What follows belongs to an exercise in optimizing a design on an open flow for small area, a short achievable clock period and few clock cycles; a production flow would make more cautious choices. Function was checked by simulation only, so behaviour that the tests miss may differ from the original. Power is estimated from default activity; no workload was simulated.

## before
==> flow/design.v <==
package rv_exu_pkg;
  typedef struct packed {
    logic [31:0]           instr;
    logic [64-1:0]  pc;
    logic [64-1:0]  rs1_data;
    logic [64-1:0]  rs2_data;
  } exu_req_t;
  typedef struct packed {
    logic                  rs1_en;
    logic                  pc_en;
    logic                  rs2_en;
    logic                  imm_en;
    logic                  lgc_en;
    logic                  wlgc_en;
    logic                  br_en;
    logic [3:0]            lgc_op;
    logic [4:0]            wlgc_op;
    logic [2:0]            br_op;
    logic [64-1:0]  imm_data;
  } alu_ctrl_t;
  typedef struct packed {
    logic [64-1:0]  result;
    logic                  br_taken;
    logic                  zero;
    logic                  illegal;
  } exu_rsp_t;
endpackage
module exu_top (
  input  logic        clk,
  input  logic        rst_n,
  input  logic        req,
  input  logic [31:0] req_instr,
  input  logic [63:0] req_pc,
  input  logic [63:0] req_rs1,
  input  logic [63:0] req_rs2,
  output logic        ack,
  output logic [63:0] rsp_result,
  output logic        rsp_br_taken,
  output logic        rsp_zero,
  output logic        rsp_illegal,
  output logic [31:0] retired_cnt,
  output logic [31:0] br_taken_cnt
);
  function automatic logic [63:0] rev64(input logic [63:0] v);
    for (int i = 0; i < 64; i++) rev64[i] = v[63-i];
  endfunction
  function automatic logic [1:0] ucmp(input logic [63:0] p, input logic [63:0] b);
    logic [63:0] l, e;
    l = p & b;
    e = ~p;
    for (int lv = 0; lv < 6; lv++) begin
      for (int i = 0; i < 32; i++) begin
        if (i < (32 >> lv)) begin
          l[i] = l[2*i+1] | (e[2*i+1] & l[2*i]);
          e[i] = e[2*i+1] & e[2*i];
        end
      end
    end
    ucmp = {l[0], e[0]};
  endfunction
  function automatic logic [63:0] carries(input logic [63:0] p, input logic [63:0] g);
    logic [63:0] pp, gg;
    pp = p;
    gg = g;
    for (int lv = 0; lv < 6; lv++) begin
      for (int i = 0; i < 64; i++) begin
        if (((i >> lv) & 1) == 1) begin
          gg[i] = gg[i] | (pp[i] & gg[((i >> lv) << lv) - 1]);
          pp[i] = pp[i] & pp[((i >> lv) << lv) - 1];
        end
      end
    end
    carries = {gg[62:0], 1'b0};
  endfunction
  logic [6:0]  opcode;
  logic [2:0]  funct3;
  logic        b30;
  logic        is_op, is_opi, is_op32, is_opi32, is_lui, is_auipc, is_br;
  logic        is_w, is_rr;
  logic [3:0]  code;
  logic [63:0] imm_i, imm_u;
  logic [63:0] opb;
  assign opcode = req_instr[6:0];
  assign funct3 = req_instr[14:12];
  assign b30    = req_instr[30];
  assign is_op    = (opcode == 7'b0110011);
  assign is_opi   = (opcode == 7'b0010011);
  assign is_op32  = (opcode == 7'b0111011);
  assign is_opi32 = (opcode == 7'b0011011);
  assign is_lui   = (opcode == 7'b0110111);
  assign is_auipc = (opcode == 7'b0010111);
  assign is_br    = (opcode == 7'b1100011);
  assign is_w  = is_op32 | is_opi32;
  assign is_rr = is_op | is_op32;
  assign code = {(is_rr | (funct3 == 3'b101)) & b30, funct3};
  assign imm_i = {{52{req_instr[31]}}, req_instr[31:20]};
  assign imm_u = {{32{req_instr[31]}}, req_instr[31:12], 12'b0};
  assign opb = req_instr[5] ? req_rs2 : imm_i;
  logic        sub;
  logic [63:0] add_a, add_b, add_p, add_g, sum;
  assign sub   = b30 & req_instr[5] & ~req_instr[6];
  assign add_a = req_instr[2] ? req_pc : (req_rs1 ^ {64{sub}});
  assign add_b = req_instr[2] ? imm_u : opb;
  assign add_p = add_a ^ add_b;
  assign add_g = add_a & add_b;
  assign sum   = add_p ^ {64{sub}} ^ carries(add_p, add_g);
  logic [1:0] cmp;
  logic       eq, lt, ltu, br_in;
  assign cmp = ucmp(add_p, opb);
  assign eq  = cmp[0];
  assign ltu = cmp[1];
  assign lt  = (req_rs1[63] ^ opb[63]) ? req_rs1[63] : ltu;
  always_comb begin
    case (funct3)
      3'b000:  br_in = eq;
      3'b001:  br_in = !eq;
      3'b100:  br_in = lt;
      3'b101:  br_in = !lt;
      3'b110: br_in = ltu;
      3'b111: br_in = !ltu;
      default:  br_in = 1'b0;
    endcase
    br_in = br_in & is_br;
  end
  logic        sh_left, sh_w;
  logic [5:0]  shamt;
  logic        sh_fill;
  logic [63:0] sr_in, fill_mask, sh_res;
  assign sh_left   = ~req_instr[14];
  assign sh_w      = req_instr[3];
  assign shamt     = {opb[5] & ~sh_w, opb[4:0]};
  assign sh_fill   = b30 & ~sh_left & (sh_w ? req_rs1[31] : req_rs1[63]);
  assign sr_in     = sh_left ? rev64(req_rs1) : {req_rs1[63:32] & {32{~sh_w}}, req_rs1[31:0]};
  assign fill_mask = sh_w ? {32'b0, ~(32'hFFFF_FFFF >> shamt[4:0])} : ~(64'hFFFF_FFFF_FFFF_FFFF >> shamt);
  assign sh_res    = (sr_in >> shamt) | (fill_mask & {64{sh_fill}});
  logic [63:0] res;
  logic        ill_in;
  always_comb begin
    res    = '0;
    ill_in = 1'b0;
    if (is_op | is_opi | is_w) begin
      case (code)
        4'b0000,
        4'b1000:  res = sum;
        4'b0001,
        4'b0101,
        4'b1101:  res = sh_res;
        4'b0010:  res = {63'b0, lt & ~is_w};
        4'b0011: res = {63'b0, ltu & ~is_w};
        4'b0100:  res = is_w ? 64'b0 : add_p;
        4'b0110:   res = is_w ? 64'b0 : add_p | add_g;
        4'b0111:  res = is_w ? 64'b0 : add_g;
        4'b1111:  res = is_w ? 64'b0 : opb;
        default: ;
      endcase
    end else if (is_lui) begin
      res = imm_u;
    end else if (is_auipc) begin
      res = sum;
    end else if (!is_br) begin
      ill_in = 1'b1;
    end
  end
  logic        ack_q;
  logic        capture;
  logic [63:0] res_q;
  logic        w_q, rev_q, br_q, ill_q;
  assign capture = req & ~ack_q;
  always_ff @(posedge clk or negedge rst_n) begin
    if (!rst_n) begin
      ack_q <= 1'b0;
    end else begin
      ack_q <= req;
    end
  end
  always_ff @(posedge clk) begin
    if (!ack_q) begin
      res_q <= res;
      w_q   <= is_w;
      rev_q <= (is_op | is_opi | is_w) & (code == 4'b0001);
      br_q  <= br_in;
      ill_q <= ill_in;
    end
  end
  logic [31:0] ret_cnt_q;
  logic        ret_pend_q;
  always_ff @(posedge clk or negedge rst_n) begin
    if (!rst_n) begin
      ret_cnt_q  <= '0;
      ret_pend_q <= 1'b0;
    end else begin
      ret_cnt_q  <= retired_cnt;
      ret_pend_q <= capture;
    end
  end
  assign retired_cnt = ret_cnt_q + {31'b0, ret_pend_q};
  logic [31:0] br_cnt_q;
  logic        br_pend_q;
  always_ff @(posedge clk or negedge rst_n) begin
    if (!rst_n) begin
      br_cnt_q  <= '0;
      br_pend_q <= 1'b0;
    end else begin
      br_cnt_q  <= br_taken_cnt;
      br_pend_q <= capture & br_in;
    end
  end
  assign br_taken_cnt = br_cnt_q + {31'b0, br_pend_q};
  assign ack          = ack_q;
  logic [63:0] res_r;
  logic        z_lo, z_hi;
  assign res_r = rev_q ? rev64(res_q) : res_q;
  assign z_lo  = ~|res_q[31:0];
  assign z_hi  = ~|res_q[63:32];
  assign rsp_result   = {w_q ? {32{res_r[31]}} : res_r[63:32], res_r[31:0]};
  assign rsp_zero     = rev_q ? (z_hi & (w_q | z_lo)) : (z_lo & (w_q | z_hi));
  assign rsp_br_taken = br_q;
  assign rsp_illegal  = ill_q;
endmodule
clock: 10.0 ns
lec_check: 0
cap_margin: 40
core_margin: 2
core_utilization: 50
setup_slack_margin: 5
slew_margin: 20
tns_end_percent: 0
standard.sh (not shown) runs the stock make flow with config.mk's settings and CLKGATE_MAP_FILE= SYNTH_SCRIPT=/design/flow/synth_recipe.tcl, a recipe that flattens the netlist after the stock synthesis.
==> flow/flow/run.sh <==
#!/bin/bash
# The standard layout (standard.sh: standard synthesis and the ORFS steps
# through finish), with these changes:
#  - ports are buffered with sky130_fd_sc_hd__buf_1 instead of the resizer's
#    own pick (clkdlybuf4s50_1, a slow delay cell of almost three times the
#    area); repair upsizes the ones on critical paths;
#  - timing repair may resize cells across footprints, so those port buffers
#    can be upsized where a path needs it;
#  - the slow wide and/or cells (4-input and/or/nor, 3-input or, and the
#    a2111/o2111/a41/o41/a311/o311 forms) are added to the platform's
#    don't-use list, so that synthesis maps the carry and compare trees to
#    faster cells. A DONT_USE_CELLS given to make replaces the platform's
#    list, so the platform's list is read from make first and kept.
# The full make output goes to flow_make.log here; ORFS's per-step logs stay
# under orfs/logs/.
set -euo pipefail
cd "$(dirname "${BASH_SOURCE[0]}")/.."
work=$(pwd)
platform_du=$(make -s -C "$FLOW_HOME" DESIGN_CONFIG="$work/config.mk" WORK_HOME="$work/orfs" \
  print-DONT_USE_CELLS 2> dont_use_print.log | sed -n 's/^DONT_USE_CELLS: //p')
if [[ -z "$platform_du" ]]; then
  echo "could not read the platform's DONT_USE_CELLS" >&2
  exit 1
fi
slow=""
for c in or3 or3b or4 or4b or4bb nor4 nor4b nor4bb and4 and4b and4bb \
         a2111o a2111oi o2111a o2111ai a41o a41oi o41a o41ai \
         a311o a311oi o311a o311ai a222oi; do
  for d in 0 1 2 4; do
    slow+=" sky130_fd_sc_hd__${c}_${d}"
  done
done
echo "DONT_USE_CELLS=$platform_du$slow" > dont_use_cells.txt
bash standard.sh "DONT_USE_CELLS=$platform_du$slow" \
  "BUFFER_PORTS_ARGS=-buffer_cell sky130_fd_sc_hd__buf_1" \
  MATCH_CELL_FOOTPRINT=0 finish > flow_make.log 2>&1
before went all the way through the flow, and no timing, DRC or antenna check failed.
Testbench counts of before, summed over its fixed seeds: cycles 6,392.
## Diff of input files: after against before
--- a/flow/design.v
+++ b/flow/design.v
@@ -181,32 +181,43 @@
       br_q  <= br_in;
       ill_q <= ill_in;
     end
   end
-  logic [31:0] ret_cnt_q;
-  logic        ret_pend_q;
+  function automatic logic [31:0] inc32(input logic [31:0] v, input logic [2:0] ones,
+                                        input logic inc);
+    logic c, pre;
+    for (int k = 0; k < 4; k++) begin
+      c = inc;
+      for (int m = 0; m < k; m++) c = c & ones[m];
+      for (int t = 0; t < 8; t++) begin
+        pre = 1'b1;
+        for (int u = 0; u < t; u++) pre = pre & v[8*k+u];
+        inc32[8*k+t] = v[8*k+t] ^ (c & pre);
+      end
+    end
+  endfunction
+  logic [31:0] ret_cnt_q, br_cnt_q;
+  logic [2:0]  ret_ones_q, br_ones_q;
+  logic        ret_pend_q, br_pend_q;
   always_ff @(posedge clk or negedge rst_n) begin
     if (!rst_n) begin
       ret_cnt_q  <= '0;
+      ret_ones_q <= '0;
       ret_pend_q <= 1'b0;
+      br_cnt_q   <= '0;
+      br_ones_q  <= '0;
+      br_pend_q  <= 1'b0;
     end else begin
       ret_cnt_q  <= retired_cnt;
+      ret_ones_q <= {&retired_cnt[23:16], &retired_cnt[15:8], &retired_cnt[7:0]};
       ret_pend_q <= capture;
-    end
-  end
-  assign retired_cnt = ret_cnt_q + {31'b0, ret_pend_q};
-  logic [31:0] br_cnt_q;
-  logic        br_pend_q;
-  always_ff @(posedge clk or negedge rst_n) begin
-    if (!rst_n) begin
-      br_cnt_q  <= '0;
-      br_pend_q <= 1'b0;
-    end else begin
-      br_cnt_q  <= br_taken_cnt;
-      br_pend_q <= capture & br_in;
-    end
-  end
-  assign br_taken_cnt = br_cnt_q + {31'b0, br_pend_q};
+      br_cnt_q   <= br_taken_cnt;
+      br_ones_q  <= {&br_taken_cnt[23:16], &br_taken_cnt[15:8], &br_taken_cnt[7:0]};
+      br_pend_q  <= capture & br_in;
+    end
+  end
+  assign retired_cnt  = inc32(ret_cnt_q, ret_ones_q, ret_pend_q);
+  assign br_taken_cnt = inc32(br_cnt_q, br_ones_q, br_pend_q);
   assign ack          = ack_q;
   logic [63:0] res_r;
   logic        z_lo, z_hi;
   assign res_r = rev_q ? rev64(res_q) : res_q;
Notes after the runs:
Worst setup slack in after vs before: down 0.19 ns. Looking only at overall global routing resource usage, and setting everything else aside, the higher value of after and before goes to before. Re number of synthesized flops with an enable pin: no difference whatsoever between after and before. | timing-limited maximum frequency | after vs before | worse |. Of after and before, the run reporting the lower share of total power in the clock network was before. met5 as the uppermost layer routed was reported by after, and met4 by before. Die area sits lower in after than in before. From before to after the numbers moved as follows: fraction of area in clock buffers and inverters closely matched the old numbers, sequential fraction of design power rose 0.5 points, first-iteration DRC count +about 0.45%, worst-case setup slack after placement decreased 0.68 ns, cell count decreased by 66 relative to the old numbers. Leading cell type in the layout, fill and taps excluded: sky130_fd_sc_hd__buf_1 -> after, sky130_fd_sc_hd__nand2_1 -> before. Comparing after and before, hold slack is lower on before.
Testbench counts of after, summed over its fixed seeds: cycles 6,392.

==> what the ideal ports hide <==
The flow's constraints put no driver on any port. The routed layouts listed below were extracted and timed again, unchanged, in two steps. Step 1 sets driving cells, clkbuf_16 on the clock port and buf_2 on the other inputs (assumed; they add their load-dependent delay and slew). Step 2 also shifts input and output timing later by t, the mid clock arrival at the registers, as if the neighbouring blocks saw the same clock. Three values: ideal, step 1, step 2; two values: the first two.
run | t (ns) | slack for setup (ns) | worst hold slack (ns) | worst data-port slew with drivers (ns) | pins driven straight from the clock port
before | 0.465 | 4.506 / 4.515 / 4.050 | 0.467 / 0.467 / 0.467 | 0.06 | 1
after | 0.467 | 4.319 / 4.121 / 3.654 | 0.475 / 0.475 / 0.475 | 0.26 | 1
After both steps setup and hold are still met in every run listed. The setup slack of after, which loses most, moves by -0.198 ns with the drivers and by -0.665 ns with both steps.
